This design comes from an exercise in tuning for a short achievable clock period on the open sky130 flow, not from production work. The RTL was checked by simulation tests, not by an equivalence proof against the original design. The clock port is modelled as an ideal driver, which makes a skipped or thinned clock tree look cheaper than it is; a real chip needs a root buffer or a tree.

== run A ==
==> module timing_loader, before the edit <==
module timing_loader
(
   input  logic          clk_pll,
   input  logic          resetn,
   input  logic          host_valid,
   input  pulse_pkg::host_wr_t      host_wr,
   output logic          host_ready,
   output logic          push,
   output pulse_pkg::pulse_timing_t shadow,
   input  logic          credit_return
);
   localparam int CRED_W = $clog2(4 + 1);
   logic              wr_acc;
   logic              commit_acc;
   logic [CRED_W-1:0] credits;
   logic              ready_q;
   logic [CRED_W-1:0] credits_inc;
   logic [CRED_W-1:0] credits_dec;
   logic [CRED_W-1:0] credits_nxt;
   logic              rdy_int;    
   assign credits_inc = credits + CRED_W'(1);
   assign credits_dec = credits - CRED_W'(1);
   always_comb begin
      if (commit_acc && !credit_return) begin
         credits_nxt = credits_dec;
      end else if (!commit_acc && credit_return) begin
         credits_nxt = credits_inc;
      end else begin
         credits_nxt = credits;
      end
   end
   assign host_ready = ready_q;
   assign wr_acc     = host_valid && rdy_int;
   assign commit_acc = wr_acc && (host_wr.addr == 4'd8);
   always_ff @(posedge clk_pll) begin
      if (resetn) begin
         shadow <= '0;
      end else if (wr_acc) begin
         case (host_wr.addr)
            4'd0:   shadow.period       <= host_wr.data;
            4'd1:  shadow.sync_up      <= host_wr.data;
            4'd2:  shadow.p1width      <= host_wr.data;
            4'd3:  shadow.p2start      <= host_wr.data;
            4'd4: shadow.att_down     <= host_wr.data;
            4'd5:    shadow.delay        <= host_wr.data;
            4'd6:   shadow.offres_delay <= host_wr.data;
            4'd7: begin
               shadow.pp_pump      <=
                  host_wr.data[0 +: $bits(shadow.pp_pump)];
               shadow.pp_probe     <=
                  host_wr.data[7 +: $bits(shadow.pp_probe)];
               shadow.post_att     <=
                  host_wr.data[14 +: $bits(shadow.post_att)];
               shadow.double_pulse <= host_wr.data[21];
               shadow.pump_on      <= host_wr.data[22];
            end
            default: ;
         endcase
      end
   end
   always_ff @(posedge clk_pll) begin
      if (resetn) begin
         push <= 1'b0;
      end else begin
         push <= commit_acc;
      end
   end
   always_ff @(posedge clk_pll) begin
      if (resetn) begin
         credits <= CRED_W'(4);
         rdy_int <= 1'b1;
         ready_q <= 1'b1;
      end else begin
         credits <= credits_nxt;
         rdy_int <= (credits_nxt != '0);
         if (commit_acc) begin
            ready_q <= credit_return || (credits != CRED_W'(1));
         end else begin
            ready_q <= rdy_int || credit_return;
         end
      end
   end
endmodule
Settings: LEC_CHECK=0, ABC_CLOCK_PERIOD_IN_PS=2000, CAP_MARGIN=20, CORE_MARGIN=2, CORE_UTILIZATION=55, PLACE_DENSITY=0.65, SETUP_SLACK_MARGIN=3.0, SLEW_MARGIN=20; clock period 4.6 ns.
standard.sh (not shown) runs the stock make flow with config.mk's settings and CLKGATE_MAP_FILE= SYNTH_SCRIPT=/design/flow/synth_recipe.tcl, a recipe that flattens the netlist after the stock synthesis.
==> flow/flow/run.sh <==
#!/bin/bash
# The standard layout, with the clock tree built by flow/cts_hook.tcl: the
# clock port drives four root buffers, each drives the leaf buffers of one
# quarter of the flip-flops. Every tool's output is logged in this folder.
set -euo pipefail
export PRE_CTS_TCL="$PWD/flow/cts_hook.tcl"
bash standard.sh > flow_orfs.log 2>&1
Other scripts of this flow, unchanged in this note and not shown: flow/flow/cts_hook.tcl, flow/flow/mytree.tcl
[run A] flow finished | final checks: failed | reasons: max-capacitance violations, max-slew violations
Here is what was changed in the inputs of run P compared with run A.
--- a/flow/design.v
+++ b/flow/design.v
@@ -131,5 +131,5 @@
             ready_q <= credit_return || (credits != CRED_W'(1));
          end else begin
-            ready_q <= rdy_int || credit_return;
+            ready_q <= ready_q || credit_return;
          end
       end
Results
Setup slack in run P is smaller than in run A.
Run P went all the way through the flow, and no timing, DRC or antenna check failed.
Taking run A as the reference, in run P maximum fanout along the worst path went down 6, peak supply drop decreased by 8.6% relative to the old numbers, initial cell density of the core ~0 delta.
From run A to run P the numbers moved as follows: global-route usage went up by 0.77 points, final routed wirelength across all metal layers increased by 0.62% relative to the old numbers.
No run of this note takes its clock network from TritonCTS; it comes from the design's own scripts or RTL.

---

Setup of the previous run:
Starting RTL as in the previous note.
Design pulse_timing_top, start of the top module:
module pulse_timing_top
(
   input  logic       clk_pll,
   input  logic       resetn,
   input  logic       host_valid,
   input  logic [35:0] host_wr,
   output logic       host_ready,
   input  logic       pump,
   output logic [17:0] pulse
);
   logic          push;
   pulse_pkg::pulse_timing_t shadow;
   pulse_pkg::seq_set_t      entry;
   logic          credit_return;
   logic          avail;
   pulse_pkg::seq_set_t      head;
   logic          pop;
   timing_loader i_loader (
      .clk_pll       (clk_pll),
      .resetn        (resetn),
      .host_valid    (host_valid),
      .host_wr       (host_wr),
      .host_ready    (host_ready),
      .push          (push),
      .shadow        (shadow),
      .credit_return (credit_return)
   );
   set_prep i_prep (
      .clk_pll (clk_pll),
      .shadow  (shadow),
      .entry   (entry)
   );
   timing_fifo #(
      .DEPTH     (4),
      .WIDTH     ($bits(entry))
   ) i_fifo (
      .clk_pll       (clk_pll),
      .resetn        (resetn),
      .push          (push),
      .push_data     (entry),
      .avail         (avail),
      .head          (head),
      .pop           (pop),
      .credit_return (credit_return)
   );
   pulse_sequencer i_seq (
      .clk_pll (clk_pll),
      .resetn  (resetn),
      .avail   (avail),
      .head    (head),
      .pop     (pop),
      .pump    (pump),
      .pulse   (pulse)
   );
endmodule
==> flow/config.mk <==
export PLATFORM = sky130hd
export DESIGN_NAME = pulse_timing_top
export DESIGN_NICKNAME = pulse_timing_top
export VERILOG_FILES = /design/flow/design.v
export SDC_FILE = /design/flow/constraint.sdc
export NUM_CORES = 4
export LEC_CHECK = 0
export ABC_CLOCK_PERIOD_IN_PS = 2000
export CAP_MARGIN = 20
export CORE_MARGIN = 2
export CORE_UTILIZATION = 55
export SETUP_SLACK_MARGIN = 2.9
export SLEW_MARGIN = 20
==> flow/constraint.sdc <==
create_clock -name core_clock -period 4.6 [get_ports {clk_pll}]
set_input_delay 0.9200 -clock core_clock [delete_from_list [all_inputs] [get_ports {clk_pll}]]
set_output_delay 0.9200 -clock core_clock [all_outputs]
set_load 0.01 [all_outputs]
Scripts as last shown in full above: flow/flow/run.sh
Other scripts of this flow, unchanged in this note and not shown: flow/flow/cts_hook.tcl, flow/flow/mytree.tcl
Inputs modified between the previous run and the current run:
--- a/flow/design.v
+++ b/flow/design.v
@@ -130,7 +130,7 @@
          if (commit_acc) begin
             ready_q <= credit_return || (credits != CRED_W'(1));
          end else begin
-            ready_q <= rdy_int || credit_return;
+            ready_q <= ready_q || credit_return;
          end
       end
    end
Notes after the runs:
- The previous run -> the current run: final cell count flat
- Compared with the previous run, the current run degrades minimum period implied by the final worst setup slack.
- The current run: worst relative slew slack is 2.4 points lower than what the previous run reported.
- Row routing usage on met2: the current run higher / the previous run lower
- Design area delta (the previous run -> the current run): insignificant
In every run of this note, the design's own scripts or RTL, not TritonCTS, make the clock network.

## what the ideal ports hide
The flow's constraints put no driver on any port. The routed layouts listed below were extracted and timed again, unchanged, in two steps. Step 1 (the two cells are an assumption about what drives the block):
set clk [get_ports {clk_pll}]
set_driving_cell -lib_cell sky130_fd_sc_hd__clkbuf_16 $clk
set_driving_cell -lib_cell sky130_fd_sc_hd__buf_2 [delete_from_list [all_inputs] $clk]
Step 2 also shifts input and output timing later by t, the mid clock arrival at the registers, as if the neighbouring blocks saw the same clock. Slacks: ideal ports / drivers / drivers and shift; pairs: ideal ports / drivers.
run	t, ns	setup WS [ns]	worst setup path after step 2	latest minus earliest clock arrival (ns)
run A	0.794	2.559 / 2.423 / 1.914	input to register	0.034 / 0.033
run P	0.797	2.553 / 2.358 / 2.051	input to register	0.041 / 0.042
the previous run	0.787	2.624 / 2.439 / 2.050	input to register	0.043 / 0.042
the current run	0.789	2.565 / 2.429 / 1.929	input to register	0.026 / 0.026
For run A, which loses most, drivers alone change the setup slack by -0.136 ns; drivers and shift together by -0.645 ns.
